Background: an optimization exercise with open tools, aiming at small area, a short achievable clock period and few clock cycles per item. Do not read the settings as production practice.
The RTL was checked by simulation tests, not by an equivalence proof against the original design.
Power is estimated from default activity; no workload was simulated.

===== design/flow/config.mk =====
export PLATFORM = sky130hd
export DESIGN_NAME = best_fit_bin_packer
export DESIGN_NICKNAME = best_fit_bin_packer
export VERILOG_FILES = /design/flow/design.v
export SDC_FILE = /design/flow/constraint.sdc
export NUM_CORES = 4
export LEC_CHECK = 0
export CAP_MARGIN = 20
export CORE_MARGIN = 2
export CORE_UTILIZATION = 40
export SLEW_MARGIN = 20

===== design/flow/constraint.sdc =====
create_clock -name core_clock -period 6.0 [get_ports {clock}]
set_input_delay 1.2000 -clock core_clock [delete_from_list [all_inputs] [get_ports {clock}]]
set_output_delay 1.2000 -clock core_clock [all_outputs]
set_load 0.01 [all_outputs]

===== design/flow/design.v =====
`default_nettype none
package bfbp_pkg;
   localparam int unsigned WeightWidth = 16;
   localparam int unsigned IndexWidth  = 7;
   localparam int unsigned CountWidth  = 8;
   localparam int unsigned StatusWidth = 2;
   typedef enum logic [StatusWidth-1:0] {
      STATUS_PLACED     = 2'd0,
      STATUS_OVERWEIGHT = 2'd1,
      STATUS_FULL       = 2'd2
   } status_type;
   typedef struct packed {
      logic [WeightWidth-1:0] item_weight;
      logic                   last_item;
   } req_payload_type;
   typedef struct packed {
      logic [IndexWidth-1:0]  bin_index;
      logic                   opened_new;
      logic [CountWidth-1:0]  bins_in_use;
      logic [StatusWidth-1:0] status;
      logic                   set_done;
   } rsp_payload_type;
endpackage
`default_nettype wire
`default_nettype none
module best_fit_bin_packer #(
   parameter int unsigned MAX_BINS = 128
) (
   input  wire logic              clock,
   input  wire logic              reset,
   input  wire logic              req_valid,
   output wire logic              req_ready,
   input  wire logic [15:0]       req_item_weight,
   input  wire logic              req_last_item,
   output wire logic              rsp_valid,
   input  wire logic              rsp_ready,
   output wire logic [6:0]        rsp_bin_index,
   output wire logic              rsp_opened_new,
   output wire logic [7:0]        rsp_bins_in_use,
   output wire logic [1:0]        rsp_status,
   output wire logic              rsp_set_done,
   input  wire logic              csr_wr_en,
   input  wire logic [15:0]       csr_wr_data
);
   localparam int unsigned AW = (MAX_BINS > 1) ? $clog2(MAX_BINS) : 1;
   localparam int unsigned CW = $clog2(MAX_BINS + 1);
   localparam int unsigned WW = bfbp_pkg::WeightWidth;
   localparam int unsigned IW = bfbp_pkg::IndexWidth;
   localparam int unsigned NW = bfbp_pkg::CountWidth;
   localparam logic [CW-1:0] MaxCount = CW'(MAX_BINS);
   typedef enum logic [2:0] {
      ST_IDLE   = 3'b001,
      ST_SCAN   = 3'b010,
      ST_FINISH = 3'b100
   } state_type;
   state_type       state_ff, state_in;
   logic [WW-1:0]   cap_ff, cap_in;
   logic [WW-1:0]   weight_ff, weight_in;
   logic            last_ff, last_in;
   logic            over_ff, over_in;
   logic [CW-1:0]   addr_ff, addr_in;
   logic            pend_ff, pend_in;
   logic [AW-1:0]   pend_idx_ff, pend_idx_in;
   logic            found_ff, found_in;
   logic [AW-1:0]   best_ff, best_in;
   logic [WW-1:0]   best_slack_ff, best_slack_in;
   logic [CW-1:0]   count_ff, count_in;
   logic            rsp_valid_ff, rsp_valid_in;
   bfbp_pkg::rsp_payload_type rsp_data_ff, rsp_data_in;
   logic [WW-1:0]   space_mem [MAX_BINS];
   logic [WW-1:0]   rd_data_ff;
   logic            rd_en;
   logic            wr_en;
   logic [AW-1:0]   wr_addr;
   logic [WW-1:0]   wr_data;
   logic            req_fire;
   logic            out_free;
   logic            fits;
   logic [WW-1:0]   slack;
   logic            finish_go;
   logic [AW-1:0]   res_idx;
   logic [CW-1:0]   res_count;
   logic [AW+IW-1:0] idx_ext;
   logic [CW+NW-1:0] count_ext;
   assign req_fire       = req_valid && req_ready;
   assign out_free       = !rsp_valid_ff || rsp_ready;
   assign req_ready      = (state_ff == ST_IDLE);
   assign rsp_valid       = rsp_valid_ff;
   assign rsp_bin_index   = rsp_data_ff.bin_index;
   assign rsp_opened_new  = rsp_data_ff.opened_new;
   assign rsp_bins_in_use = rsp_data_ff.bins_in_use;
   assign rsp_status      = rsp_data_ff.status;
   assign rsp_set_done    = rsp_data_ff.set_done;
   assign fits  = rd_data_ff >= weight_ff;
   assign slack = rd_data_ff - weight_ff;
   assign rd_en     = (state_ff == ST_SCAN) && (addr_ff < count_ff);
   assign finish_go = (state_ff == ST_FINISH) && out_free;
   always_comb begin
      wr_en     = 1'b0;
      wr_addr   = best_ff;
      wr_data   = best_slack_ff;
      res_idx   = '0;
      res_count = count_ff;
      rsp_data_in.opened_new = 1'b0;
      rsp_data_in.status     = bfbp_pkg::STATUS_PLACED;
      if (over_ff) begin
         rsp_data_in.status = bfbp_pkg::STATUS_OVERWEIGHT;
      end else if (found_ff) begin
         wr_en   = finish_go;
         res_idx = best_ff;
      end else if (count_ff == MaxCount) begin
         rsp_data_in.status = bfbp_pkg::STATUS_FULL;
      end else begin
         wr_en     = finish_go;
         wr_addr   = count_ff[AW-1:0];
         wr_data   = cap_ff - weight_ff;
         res_idx   = count_ff[AW-1:0];
         res_count = count_ff + CW'(1);
         rsp_data_in.opened_new = 1'b1;
      end
      idx_ext   = {{IW{1'b0}}, res_idx};
      count_ext = {{NW{1'b0}}, res_count};
      rsp_data_in.bin_index   = idx_ext[IW-1:0];
      rsp_data_in.bins_in_use = count_ext[NW-1:0];
      rsp_data_in.set_done    = last_ff;
   end
   always_comb begin
      state_in      = state_ff;
      cap_in        = csr_wr_en ? csr_wr_data : cap_ff;
      weight_in     = weight_ff;
      last_in       = last_ff;
      over_in       = over_ff;
      addr_in       = addr_ff;
      pend_in       = pend_ff;
      pend_idx_in   = pend_idx_ff;
      found_in      = found_ff;
      best_in       = best_ff;
      best_slack_in = best_slack_ff;
      count_in      = count_ff;
      rsp_valid_in  = rsp_valid_ff && !rsp_ready;
      unique case (state_ff)
         ST_IDLE: begin
            if (req_fire) begin
               weight_in = req_item_weight;
               last_in   = req_last_item;
               over_in   = req_item_weight > cap_ff;
               addr_in   = '0;
               pend_in   = 1'b0;
               found_in  = 1'b0;
               state_in  = (req_item_weight > cap_ff) ? ST_FINISH : ST_SCAN;
            end
         end
         ST_SCAN: begin
            if (pend_ff && fits && (!found_ff || slack < best_slack_ff)) begin
               found_in      = 1'b1;
               best_in       = pend_idx_ff;
               best_slack_in = slack;
            end
            if (rd_en) begin
               pend_in     = 1'b1;
               pend_idx_in = addr_ff[AW-1:0];
               addr_in     = addr_ff + CW'(1);
            end else begin
               pend_in = 1'b0;
               if (!pend_ff) begin
                  state_in = ST_FINISH;
               end
            end
         end
         ST_FINISH: begin
            if (out_free) begin
               rsp_valid_in = 1'b1;
               count_in     = last_ff ? '0 : res_count;
               state_in     = ST_IDLE;
            end
         end
         default: begin
            state_in = ST_IDLE;
         end
      endcase
   end
   always_ff @(posedge clock) begin
      if (reset) begin
         state_ff     <= ST_IDLE;
         cap_ff       <= '1;
         count_ff     <= '0;
         rsp_valid_ff <= 1'b0;
      end else begin
         state_ff     <= state_in;
         cap_ff       <= cap_in;
         count_ff     <= count_in;
         rsp_valid_ff <= rsp_valid_in;
      end
   end
   always_ff @(posedge clock) begin
      weight_ff     <= weight_in;
      last_ff       <= last_in;
      over_ff       <= over_in;
      addr_ff       <= addr_in;
      pend_ff       <= pend_in;
      pend_idx_ff   <= pend_idx_in;
      found_ff      <= found_in;
      best_ff       <= best_in;
      best_slack_ff <= best_slack_in;
      if (finish_go) begin
         rsp_data_ff <= rsp_data_in;
      end
   end
   always_ff @(posedge clock) begin
      if (rd_en) begin
         rd_data_ff <= space_mem[addr_ff[AW-1:0]];
      end
      if (wr_en) begin
         space_mem[wr_addr] <= wr_data;
      end
   end
endmodule
`default_nettype wire

===== design/flow/run.sh =====
#!/bin/bash
# synth_recipe.tcl (not shown) runs the flow's synth.tcl, then flattens the netlist and writes it again
# the make line also repeats each setting of config.mk as NAME=value (left out here)
make -C /OpenROAD-flow-scripts/flow DESIGN_CONFIG=/design/flow/config.mk WORK_HOME=/design/flow/orfs CLKGATE_MAP_FILE= SYNTH_SCRIPT=/design/flow/synth_recipe.tcl finish

==> run notes <==
per-stage QoR:
stage	area, µm²	setup TNS (ns)
2_1_floorplan	85670	-1090.53
3_3_place_gp	91080	0
3_5_place_dp	91140	0
4_1_cts	97760	0
5_1_grt	97800	0
6_report	97800	0
state kept, by name (all words and copies together), names as in the netlist:
register	cells
addr_ff	8
best_ff	7
best_slack_ff	16
cap_ff	16
count_ff	8
found_ff	1
last_ff	1
over_ff	1
pend_ff	1
pend_idx_ff	7
rd_data_ff	16
rsp_data_ff	19
rsp_valid_ff	1
space_mem	2048
state_ff	3
weight_ff	16
path summary, 6_finish.rpt:
check	startpoint	endpoint	slack, ns	depth (start not counted)
setup / recovery	addr_ff[0]	rd_data_ff[0]	1.40	8
hold / removal	pend_idx_ff[2]	best_ff[2]	0.42	0
hold reg to reg	pend_idx_ff[2]	best_ff[2]	0.42	0
setup reg to reg	addr_ff[0]	rd_data_ff[0]	1.40	8
power groups by stage:
| stage | logic, W | registers, W | clock network, W |
|---|---|---|---|
| 2_1_floorplan | 0.00289 | 0.0181 | 0 |
| 3_3_place_gp | 0.00509 | 0.0179 | 0 |
| 3_5_place_dp | 0.00518 | 0.0179 | 0 |
| 4_1_cts | 0.00518 | 0.0176 | 0.0130 |
| 5_1_grt | 0.00544 | 0.0176 | 0.0136 |
| 6_report | 0.00517 | 0.0176 | 0.0128 |
area by class of cell:
type                    count  area, µm²  share of cell area (%)
flip-flops and latches   2169      64850                   66.31
multi-input cells        1836      19730                   20.17
clock buffers             272       5699                   5.828
well taps                2821       3530                   3.609
repair buffers            316       2774                   2.836
clock inverters           117      922.1                  0.9429
inverters                  74      282.8                  0.2891
diodes                      3      7.507                0.007676
critical path, delay by kind of cell (launching register included):
kind / cells / cell delay [ns]
DFF: 1 / 1.08
muxes: 1 / 0.50
and+or+nand+nor: 1 / 0.07
AOI/OAI and AO/OA: 3 / 1.55
buffers and inverters: 3 / 1.05
logic make-up (layout without fill, tap and decap cells):
| group | after synthesis | in the layout | share of synthesized area (%) |
|---|---|---|---|
| buffers and inverters | 313 | 779 | 1.520 |
| AOI/OAI and AO/OA | 555 | 555 | 4.503 |
| DFF | 2169 | 2169 | 75.71 |
| adders and majority gates | 75 | 75 | 1.113 |
| muxes | 688 | 688 | 14.28 |
| and+or+nand+nor | 487 | 487 | 2.562 |
| xor gates and xnor gates | 31 | 31 | 0.3170 |
| other | 0 | 3 | 0 |
cells in the final DEF, fill, tap and decap left out, types with 21 or more instances in the layout:
cell type	n
buf_4	235
a21o_1	21
a221oi_1	125
o21ai_0	117
ha_1	73
inv_1	72
mux2i_1	260
o211ai_1	67
edfxtp_1	2141
nand2_1	112
clkbuf_1	51
mux4_2	427
dfxtp_1	28
clkinv_2	26
nand3_1	36
a22oi_1	39
a211oi_1	35
a21oi_1	68
a31oi_1	21
clkbuf_16	219
nor2_1	233
clkinv_1	66
clkdlybuf4s50_1	57
metal layers:
layer	global-route usage, %	up-vias
li1	-	18460
met1	29.72	23350
met2	31.81	2015
met3	3.462	305
met4	6.531	4
met5	0	-
==> impl_metrics.ini <==
[timing]
setup_viol = 0
min_period_over_period_pct = 76.61
worst_slack_ns = 1.403
whs_ns = 0.4230
final_max_slew_viol_count = 0
hold_violations = 0
max_slew_margin_pct = 24.25
rsz0062_at_grt = false
fmax_mhz = 217.5
fin_crit_ns = 4.597
skew_ns = 0.05222
worst_pin_slew_ns = 1.124

[synthesis]
ys_ff_latch = 2169
netlist_instances = 4318
synthDistinctLibCells = 78
yosys_warnings = 1
synth_top_area_share_pct = 75.05
synth_area_per_cell_um2 = 19.84
syn_area_mm2 = 0.08566
ys_top_cells_by_count = edfxtp_1 (2141), mux4_2 (427), mux2i_1 (260)
synthArstFlopShare_pct = 0
yosysMostFrequentCell = edfxtp_1
synth_area_leaders = edfxtp_1 (75%), mux4_2 (11%), mux2i_1 (3.0%)
syn_nets = 4431
ys_seq_area_share_pct = 75.71
synth_ff_type = edfxtp_1
yosys.area.top_type = edfxtp_1
synth_edf_count = 2141

[finish]
nFillCells = 17720
final_util_pct = 46.02
final_cells = 7608
area_growth_syn_to_layout_pct = 14.17
drive_gt1_share_pct = 21.17
nets = 4722

[detailed_routing]
wl_met3_um = 18250
vias = 44120
via_per_inst = 5.800
wl_met1_um = 96080
drc = 0
ant_nets = 0
dr_wl_met2_um = 104900
routed_wl_um = 226300
first_pass_iters = 6
top_layer = met5
drt-initial-drc-count = 6078
wire_per_inst_um = 29.74

[cts]
cts-root-buf = clkbuf_16
cts_tree = built
cts_made_buffers = 212
cts.clk_slew.worst_paths_ns = 0.06
postCtsSetupRepairBufs = 0
clk_latency_ns = 0.87
cts.sinks = 2169
cts_resized = 0
cts_hold_buf = 0
ctsHtreeMaxLevel = 4
clock_path_buffers = 3

[run]
cap_violations = 0

[setup_path]
cp-start-kind = flop
path_class = reg2reg
arrival_ns = 5.15
cp.required_ns = 6.55
worstSetupEndpointType = flop
slowest_stage = edfxtp_1
cp_slowest_stage_delay_ns = 1.08
crit_fanout = 23
crit_path_frequent_cell = buf_4
path_cells = buf_4 > buf_4 > mux4_2 > a221oi_1 > o21ai_0 > buf_4 > a211oi_1 > nor2_1

[global_route]
track_usage_pct = 20.55
grt_overflow = 0
grt_max_degree = 149
grt_pass1_vias = 43390
grt_pass1_wl_um = 321300
antenna_found_initial = 9

[outcome]
status = complete, no violations

[floorplan]
start_util_pct = 40.31
design.core.area_mm2 = 0.2125
die_w_um = 466.8
rows = 169
ios = 59
die_h_um = 466.8
die_area_mm2 = 0.2179

[place]
dp_hpwl_um = 137400
io_buffers = 58
globalplace.congestion = 0.9275
dp_slack_ns = 1.438
dp_cells = 7213

[pwr]
p_clk_share_pct = 36.0
switching_power_w = 0.009231
p_per_area_mw_per_mm2 = 363.8
p_comb_share_pct = 14.5
p_leak_nw = 31.27
ir_drop_mv = 0.3281
pwr-share-seq_pct = 49.5
swShare_pct = 25.94
intPower_w = 0.02635
total_power_w = 0.03558

[worst_hold_path]
holdCritPathClass = reg2reg
Testbench counts, summed over its fixed seeds: cycles 381,531, items 19,013.

afterwards: timing with drivers on the ports:
The flow's constraints put no driver on any port. The routed layout listed below was extracted and timed again, unchanged, in two steps. Step 1 (the two cells are an assumption about what drives the block):
set clk [get_ports {clock}]
set_driving_cell -lib_cell sky130_fd_sc_hd__clkbuf_16 $clk
set_driving_cell -lib_cell sky130_fd_sc_hd__buf_2 [delete_from_list [all_inputs] $clk]
Step 2 adds t to the input delays and takes it off the output delays; t is the mean of the earliest and latest rising clock arrival at the registers after step 1. Input paths then give back, and output paths get back, about the clock's delay inside the block. Slacks: no drivers / after step 1 / after step 2; pairs: no drivers / after step 1.
t (ns): 0.934
slack for setup (ns): 1.403 / 1.403 / 1.340
hold WS [ns]: 0.423 / 0.423 / 0.423
After both steps setup and hold are still met in this run. The setup slack of this run moves by 0.000 ns with the drivers and by -0.063 ns with both steps.
